This is an optimization exercise on Yosys and OpenROAD, whose aim is small area and a short achievable clock period, not a production implementation. The RTL was checked by simulation tests, not by an equivalence proof against the original design. Power and IR drop assume default switching activity.

==> inputs of trial 37 <==
==> flow/design.v (excerpt) <==
module fir_filter (
   input  logic               clk,
   input  logic               rst,
   input  logic signed [15:0] inp,
   output logic signed [39:0] outp
);
   logic [15:0] d [28];
   logic [31:0] y_q;
   logic [15:0] d0n;   
   logic ps6_0;
   logic ps6_1;
   logic ps6_2;
   logic ps6_3;
   logic ps6_4;
   logic ps6_5;
   logic ps6_6;
   logic ps6_7;
   logic ps6_8;
   logic ps6_9;
   logic ps6_10;
   logic ps6_11;
   logic ps6_12;
   logic ps6_13;
   logic ps6_14;
   logic ps6_15;
   logic ps6_16;
   logic ps6_17;
   logic ps9_0;
   logic ps9_1;
   logic ps9_2;
   logic ps9_3;
   logic ps9_4;
   logic ps9_5;
   logic ps9_6;
   logic ps9_7;
   logic ps9_8;
   logic ps9_9;
   logic ps9_10;
   logic ps9_11;
   logic ps9_12;
   logic ps9_13;
   logic ps9_14;
   logic ps9_15;
   logic ps9_16;
   logic ps9_17;
   logic ps12_0;
   logic ps12_1;
   logic ps12_2;
   logic ps12_3;
   logic ps12_4;
   logic ps12_5;
   logic ps12_6;
   logic ps12_7;
   logic ps12_8;
   logic ps12_9;
   logic ps12_10;
   logic ps12_11;
   logic ps12_12;
   logic ps12_13;
   logic ps12_14;
   logic ps12_15;
   logic ps12_16;
   logic ps12_17;
   logic r5_0_0;
   logic r5_1_0;
   logic r5_2_0;
   logic r5_3_0;
   logic r5_4_0;
   logic r5_5_0;
   logic r5_6_0;
   logic r5_6_1;
   logic r5_6_2;
   logic r5_7_0;
   logic r5_7_1;
   logic r5_8_0;
   logic r5_8_1;
   logic r5_9_0;
   logic r5_9_1;
   logic r5_10_0;
   logic r5_10_1;
   logic r5_11_0;
   logic r5_11_1;
   logic r5_12_0;
   logic r5_12_1;
   logic r5_13_0;
   logic r5_13_1;
   logic r5_14_0;
   logic r5_14_1;
   logic r5_15_0;
   logic r5_15_1;
   logic r5_16_0;
   logic r5_16_1;
   logic r5_17_0;
   logic r5_17_1;
   logic r5_18_0;
   logic r5_18_1;
   logic r5_19_0;
   logic r5_19_1;
   logic r5_20_0;
   logic r5_20_1;
   logic r5_21_0;
   logic r5_21_1;
   logic r5_22_0;
   logic r5_22_1;
   logic r5_23_0;
   logic r5_23_1;
   logic r5_24_0;
   logic r5_24_1;
   logic r5_25_0;
   logic r5_25_1;
   logic r5_26_0;
   logic ps7_0;
   logic ps7_1;
  ...
Settings: LEC_CHECK=0, CAP_MARGIN=20, CORE_MARGIN=2, CORE_UTILIZATION=55, CTS_BUF_LIST=sky130_fd_sc_hd__clkbuf_16, CTS_CLUSTER_DIAMETER=80, CTS_CLUSTER_SIZE=30, PLACE_DENSITY=0.7, SETUP_SLACK_MARGIN=5.0, SLEW_MARGIN=20, SYNTH_HIERARCHICAL=1, SYNTH_MINIMUM_KEEP_SIZE=0; clock period 9.0 ns.
run.sh (not shown) runs the stock make flow with config.mk's settings and CLKGATE_MAP_FILE= SYNTH_SCRIPT=/design/flow/synth_recipe.tcl, a recipe that flattens the netlist after the stock synthesis.
==> inputs of trial 20, as changes to trial 37 <==
Settings changed: CORE_UTILIZATION 55 to 40, PLACE_DENSITY 0.7 to not set.
==> qor summary <==
Fraction of the core area covered by cells at the end of the flow: trial 20 43.5%; trial 37 59.0%
Switching power of the nets: trial 20 6.82 mW; trial 37 6.78 mW
Part of the power in registers: trial 20 30.7%; trial 37 31.0%
Die extent in y: trial 20 382 um; trial 37 327 um
Post-DR wirelength/cell: trial 20 24.0 um; trial 37 25.6 um
Hold Crit Endpoint: trial 20 d[5][15]; trial 37 d[21][15]
Fill count: trial 20 12969; trial 37 8064
Die boundary width: trial 20 382 um; trial 37 327 um
Endpoint of the lowest-slack register-to-register path: trial 20 r4_15_0; trial 37 r5_13_0
Fraction of power consumed by combinational cells: trial 20 53.1%; trial 37 53.2%
Worst Slack Setup Final: trial 20 5.10 ns; trial 37 5.11 ns
Total power consumption of the routed design: trial 20 17.9 mW; trial 37 17.8 mW
Worst setup slack after placement: trial 20 4.86 ns; trial 37 5.02 ns
Sequential fraction of total cell area: trial 20 33.6%; trial 37 34.0%
Violation count after the first detailed-routing iteration: trial 20 1456; trial 37 1662
Maximum ir drop on the vdd rail: trial 20 290 uV; trial 37 328 uV
Global-route met2 utilization: trial 20 34.2%; trial 37 46.5%
Area used by sequential logic in the layout: trial 20 0.0207 sq mm; trial 37 0.0207 sq mm
Outcome: trial 20 timing/DRC/antenna clean; trial 37 timing/DRC/antenna clean
Effective utilization at floorplan: trial 20 40.4%; trial 37 55.4%
Power attributed to the clock group: trial 20 2.91 mW; trial 37 2.81 mW
Post-detailed-routing wire length: trial 20 141000 um; trial 37 137000 um
Multi-input logic portion of the cell area: trial 20 56.6%; trial 37 57.3%
Origin of the critical flop-to-flop path: trial 20 d[27][13]; trial 37 ps6_8
Non-clock buffers, area share: trial 20 1.03%; trial 37 1.02%
Met2 WL post-DR: trial 20 69200 um; trial 37 68100 um
DIE AREA: trial 20 0.146 sq mm; trial 37 0.107 sq mm

* * *

==> run G <==
Another version of the RTL of fir_filter (not shown whole).
Settings: LEC_CHECK=0, CAP_MARGIN=20, CORE_MARGIN=2, CORE_UTILIZATION=40, CTS_BUF_LIST=sky130_fd_sc_hd__clkbuf_16, CTS_CLUSTER_DIAMETER=80, CTS_CLUSTER_SIZE=30, SETUP_SLACK_MARGIN=5.0, SLEW_MARGIN=20, SYNTH_HIERARCHICAL=1, SYNTH_MINIMUM_KEEP_SIZE=0; clock period 9.0 ns.
==> run C (differences from run G) <==
==> flow/flow/run.sh (new file) <==
#!/bin/bash
set -euo pipefail
bash standard.sh SETUP_SLACK_MARGIN=5.3 finish > standard.log 2>&1
==> flow/standard.sh (new file) <==
#!/bin/bash
# synth_recipe.tcl (not shown) runs the flow's synth.tcl, then flattens the netlist and writes it again
# the make line also repeats each setting of config.mk as NAME=value (left out here)
make -C /OpenROAD-flow-scripts/flow DESIGN_CONFIG=/design/flow/config.mk WORK_HOME=/design/flow/orfs CLKGATE_MAP_FILE= SYNTH_SCRIPT=/design/flow/synth_recipe.tcl "${@:-finish}"
--- a/flow/config.mk
+++ b/flow/config.mk
@@ -12,5 +12,4 @@
 export CTS_CLUSTER_DIAMETER = 80
 export CTS_CLUSTER_SIZE = 30
-export SETUP_SLACK_MARGIN = 5.0
 export SLEW_MARGIN = 20
 export SYNTH_HIERARCHICAL = 1
removed: flow/run.sh
==> comparison <==
Register-to-register slack: run G is lower than run C (140 ps).
Between run C and run G, the lower clock power is in run C (gap about 6%, measured against run G).
Synthesized area is the same in run G and run C.
In sequential power, run G and run C hardly differ.
Of run C and run G, run G has the higher first-iteration DRC count (gap about 6.6%, measured against run G).
In run C the global-route usage is higher than in run G, by 0.055 points.
In run G the via count is lower than in run C, by 1.7%.

* * *

==> run B: inputs <==
fir_filter, a different RTL version from the one above (not shown whole).
clock: 9.0 ns
lec_check: 0
cap_margin: 20
core_margin: 2
core_utilization: 60
cts_buf_list: sky130_fd_sc_hd__clkbuf_16
cts_cluster_diameter: 80
cts_cluster_size: 30
place_density: 0.72
setup_slack_margin: 4.4
slew_margin: 20
synth_hierarchical: 1
synth_minimum_keep_size: 0
Stock flow here: none of the scripts above is used.
==> inputs of run H, as changes to run B <==
Settings changed: CORE_UTILIZATION 60 to 40, PLACE_DENSITY 0.72 to default, SETUP_SLACK_MARGIN 4.4 to 4.9.
==> inputs of run A, as changes to run B <==
Settings changed: CORE_UTILIZATION 60 to 40, PLACE_DENSITY 0.72 to default, SETUP_SLACK_MARGIN 4.4 to 4.6.
==> comparison <==
Core utilization, lowest first: run A, run H, run B.
Sequential share of layout area, lowest first: run H, run A, run B.
Critical path depth is the same in run B and run H.
Between run A and run B, the lower fmax is in run B (gap 3.1%, measured against run B).

* * *

==> run a <==
Another version of the RTL of fir_filter (not shown whole).
Settings: LEC_CHECK=0, CAP_MARGIN=20, CORE_MARGIN=2, CORE_UTILIZATION=40, CTS_BUF_LIST=sky130_fd_sc_hd__clkbuf_16, CTS_CLUSTER_DIAMETER=80, CTS_CLUSTER_SIZE=30, SLEW_MARGIN=20, SYNTH_HIERARCHICAL=1, SYNTH_MINIMUM_KEEP_SIZE=0; clock period 9.0 ns.
==> run b (differences from run a) <==
SETUP_SLACK_MARGIN = 4.9   (was unset)
==> run c (differences from run a) <==
SETUP_SLACK_MARGIN = 4.6   (was unset)
==> summary.txt <==
GRT
  • First-pass GRT wire length: 219 mm
  • Met3 usage: between 6 and 7%

Status
  • Status: timing/DRC/antenna clean

Final layout
  • Most frequent cells in the layout: fa_1, dfxtp_1, nor2b_1
  • Buffering overhead: under 10%

Setup path
  • Critical path cell sequence: inv_1 > fa_1 > fa_1 > fa_1 > ha_1 > a21oi_1 > o211ai_1 > o31ai_1 > a31oi_1 > a31oi_1 > xor2_1 > nor2_1
  • CP max-delay cell: dfxtp_1
  • Buffers plus inverters on the worst setup path: 1
  • Reg2reg end: y_q[21]$_SDFF_PP0_

Timing
  • Final hold slack: 0.404 ns

Hold path
  • Hold path start: d[23][10]$_SDFF_PP0_

Pwr
  • Switch Pwr: between 5 and 6 mW
  • Power Combinational: approximately 7.6 mW
# the run above: run a

==> summary.txt <==
Status
  • Status: timing/DRC/antenna clean

Pwr
  • Switch Pwr: about 5.9 mW

Setup path
  • CP max-delay cell: fa_2
  • Critical path cell sequence: ha_4 > fa_2 > fa_2 > fa_2 > clkinvlp_4 > buf_4 > fa_2 > fa_2 > fa_2 > fa_2 > fa_1
  • Buffers plus inverters on the worst setup path: 2
  • Reg2reg end: r5_16_0$_DFF_P_

GRT
  • Met3 usage: under 10%
  • First-pass GRT wire length: between 200 and 250 mm

Final layout
  • Most frequent cells in the layout: fa_1, dfxtp_1, nor2b_1
# the run above: run c

==> summary.txt <==
Status
  • Status: timing/DRC/antenna clean

Final layout
  • Most frequent cells in the layout: fa_1, dfxtp_1, nor2b_1
  • Fill count: between 10000 and 15000
  • Buffering overhead: under 10%

Setup path
  • Reg2reg end: r2_19_0$_DFF_P_
  • CP max-delay cell: fa_2
  • Buffers plus inverters on the worst setup path: 3

GRT
  • Met3 usage: between 4 and 5%
  • GR Layer Usage met2: between 30% and 40%

Timing
  • Final hold slack: about 0.43 ns

Pwr
  • Switch Pwr: 6.32 mW
  • Power Combinational: 8.88 mW

Hold path
  • Hold path start: d[23][14]$_SDFF_PP0_

CTS
  • Root Driver: clkbuf_16
# the run above: run b


* * *

==> build 70: inputs <==
Another version of the RTL of fir_filter (not shown whole).
Settings: LEC_CHECK=0, CAP_MARGIN=20, CORE_MARGIN=2, CORE_UTILIZATION=40, SETUP_SLACK_MARGIN=4.2, SLEW_MARGIN=20, SYNTH_HIERARCHICAL=1, SYNTH_MINIMUM_KEEP_SIZE=0; clock period 9.0 ns.
==> build 81: changes against build 70 <==
CORE_UTILIZATION = 65   (was 40)
PLACE_DENSITY = 0.75   (was default)
SETUP_SLACK_MARGIN = default   (was 4.2)
==> run summary <==
metric                                                             build 70              build 81
Part of the power in registers                                        0.261                 0.280
Result of the run                                  timing/DRC/antenna clean  timing/DRC/antenna clean
Layout cells sized above 1                                           0.2293               0.07041
Routed length on met2                                              61.17 mm              53.69 mm
Tmin final                                                         4.981 ns              5.368 ns
Largest net degree at the start of global routing                       192                   242
Final Power                                                        14.93 mW              13.90 mW
Switching share of power                                             0.3695                0.3675
Die W                                                              371.4 um              292.2 um
Wire length the detailed router placed on met1                     57.60 mm              55.35 mm
Clock buffer count in the final layout                                  115                   111
Hold path start                                        d[24][12]$_SDFF_PP0_  d[24][14]$_SDFF_PP0_
Transition time at the pin with the least slew margin             0.9846 ns              1.262 ns
Met1 GRT Util                                                        0.2836                0.4867
Max_slew headroom                                                    0.3436                0.1590
Num CTS Buffers                                                          90                    82
Wire length of the first global-routing pass                       204.9 mm              197.6 mm
Setup fix buffers added after clock tree synthesis                      114                     0
Slowest Stage Delay on Critical Path                                0.66 ns               0.68 ns
Routed wire length                                                 129.8 mm              123.5 mm
Seq power                                                           3.89 mW               3.90 mW
Placed cells                                                           5542                  4843
Cell depth of the worst flop-to-flop path                                11                    12
Sequential cell area share                                           0.2515                0.2679
Non-clock buffer contribution to total cell area                    0.03284               0.01089

* * *

==> v28: inputs <==
Starting RTL as in the previous note.
make LEC_CHECK=0 CAP_MARGIN=20 CORE_MARGIN=2 CORE_UTILIZATION=40 CTS_BUF_LIST='sky130_fd_sc_hd__clkbuf_4 sky130_fd_sc_hd__clkbuf_8' SLEW_MARGIN=20 SYNTH_HIERARCHICAL=1 SYNTH_MINIMUM_KEEP_SIZE=0 finish   # period 9.0 ns
==> v29 (differences from v28) <==
Settings changed: CTS_BUF_LIST sky130_fd_sc_hd__clkbuf_4 sky130_fd_sc_hd__clkbuf_8 to sky130_fd_sc_hd__clkbuf_8, CTS_CLUSTER_DIAMETER set to 60, CTS_CLUSTER_SIZE set to 20.
==> v32 (differences from v28) <==
Settings changed: CTS_BUF_LIST sky130_fd_sc_hd__clkbuf_4 sky130_fd_sc_hd__clkbuf_8 to not set.
==> run summary <==
via count 26800; Max Freq 187 MHz; CP max stage delay 0.66 ns; H-Tree Depth 3; CLK BUF 125; peak supply drop 311 uV; status complete, no violations; met1 Use GR 0.273
the above is filed under v32

==> run summary <==
status complete, no violations; pins over their slew limit 0; die area 138000 um^2; H-Tree Depth 3; peak supply drop 313 uV; Area Overhead vs Synth 8.26%; largest class multi-input gates; Max Freq 188 MHz; CP max stage delay 0.66 ns; CLK BUF 83; placed cell areas 56500 um^2; via count 26800; met1 Use GR 0.274
the above is filed under v29

==> run summary <==
status complete, no violations; Clock net power 3.69 mW; CLK BUF 202; Max Freq 186 MHz; largest family of logic cells by synthesized area adder cells; register share of total power 0.271; via count 27200; CP max stage delay 0.67 ns; multi-input logic portion of the cell area 0.616; met1 Use GR 0.277; die area 138000 um^2; peak supply drop 312 uV
the above is filed under v28

==> afterwards: timing with drivers on the ports <==
How much do the figures lean on ideal ports? The routed layouts below were timed once more, with nothing changed but the port constraints. Step 1: set_driving_cell puts a clkbuf_16 on clk and a buf_2 on each other input, an assumption about the parent block. Step 2 adds t to the input delays and takes it off the output delays; t is the mean of the earliest and latest rising clock arrival at the registers after step 1. Input paths then give back, and output paths get back, about the clock's delay inside the block. Slacks: ideal / step 1 / step 2; pairs: ideal / step 1.
run | shift t [ns] | setup WS [ns] | slew at the worst register clock pin (ns) | worst slew at a driven data input, ns
trial 37 | 0.749 | 5.113 / 5.113 / 5.113 | 0.11 / 0.11 | 0.06
trial 20 | 0.764 | 5.100 / 5.100 / 5.100 | 0.12 / 0.12 | 0.06
run G of note 2 | 0.762 | 5.069 / 5.069 / 4.952 | 0.11 / 0.11 | 0.07
run C of note 2 | 0.750 | 5.205 / 5.205 / 4.919 | 0.12 / 0.12 | 0.07
run B of note 3 | 0.728 | 4.419 / 4.419 / 4.419 | 0.11 / 0.11 | 0.10
run H of note 3 | 0.733 | 4.599 / 4.599 / 4.599 | 0.12 / 0.12 | 0.07
run A of note 3 | 0.743 | 4.558 / 4.558 / 4.558 | 0.12 / 0.12 | 0.07
run a of note 4 | 0.754 | 3.587 / 3.587 / 3.587 | 0.11 / 0.11 | 0.05
run b of note 4 | 0.753 | 4.499 / 4.499 / 4.499 | 0.11 / 0.11 | 0.05
run c of note 4 | 0.758 | 4.355 / 4.355 / 4.355 | 0.11 / 0.11 | 0.05
build 70 | 0.754 | 4.019 / 4.019 / 4.019 | 0.07 / 0.07 | 0.08
build 81 | 0.711 | 3.632 / 3.632 / 3.632 | 0.07 / 0.07 | 0.06
v28 | 0.907 | 3.625 / 3.625 / 3.625 | 0.07 / 0.07 | 0.07
v29 | 0.848 | 3.669 / 3.669 / 3.669 | 0.12 / 0.12 | 0.07
v32 | 0.759 | 3.662 / 3.662 / 3.662 | 0.07 / 0.07 | 0.07
After both steps every run listed still meets setup and hold. The setup slack of run C of note 2, which loses most, moves by 0.000 ns with the drivers and by -0.286 ns with both steps.
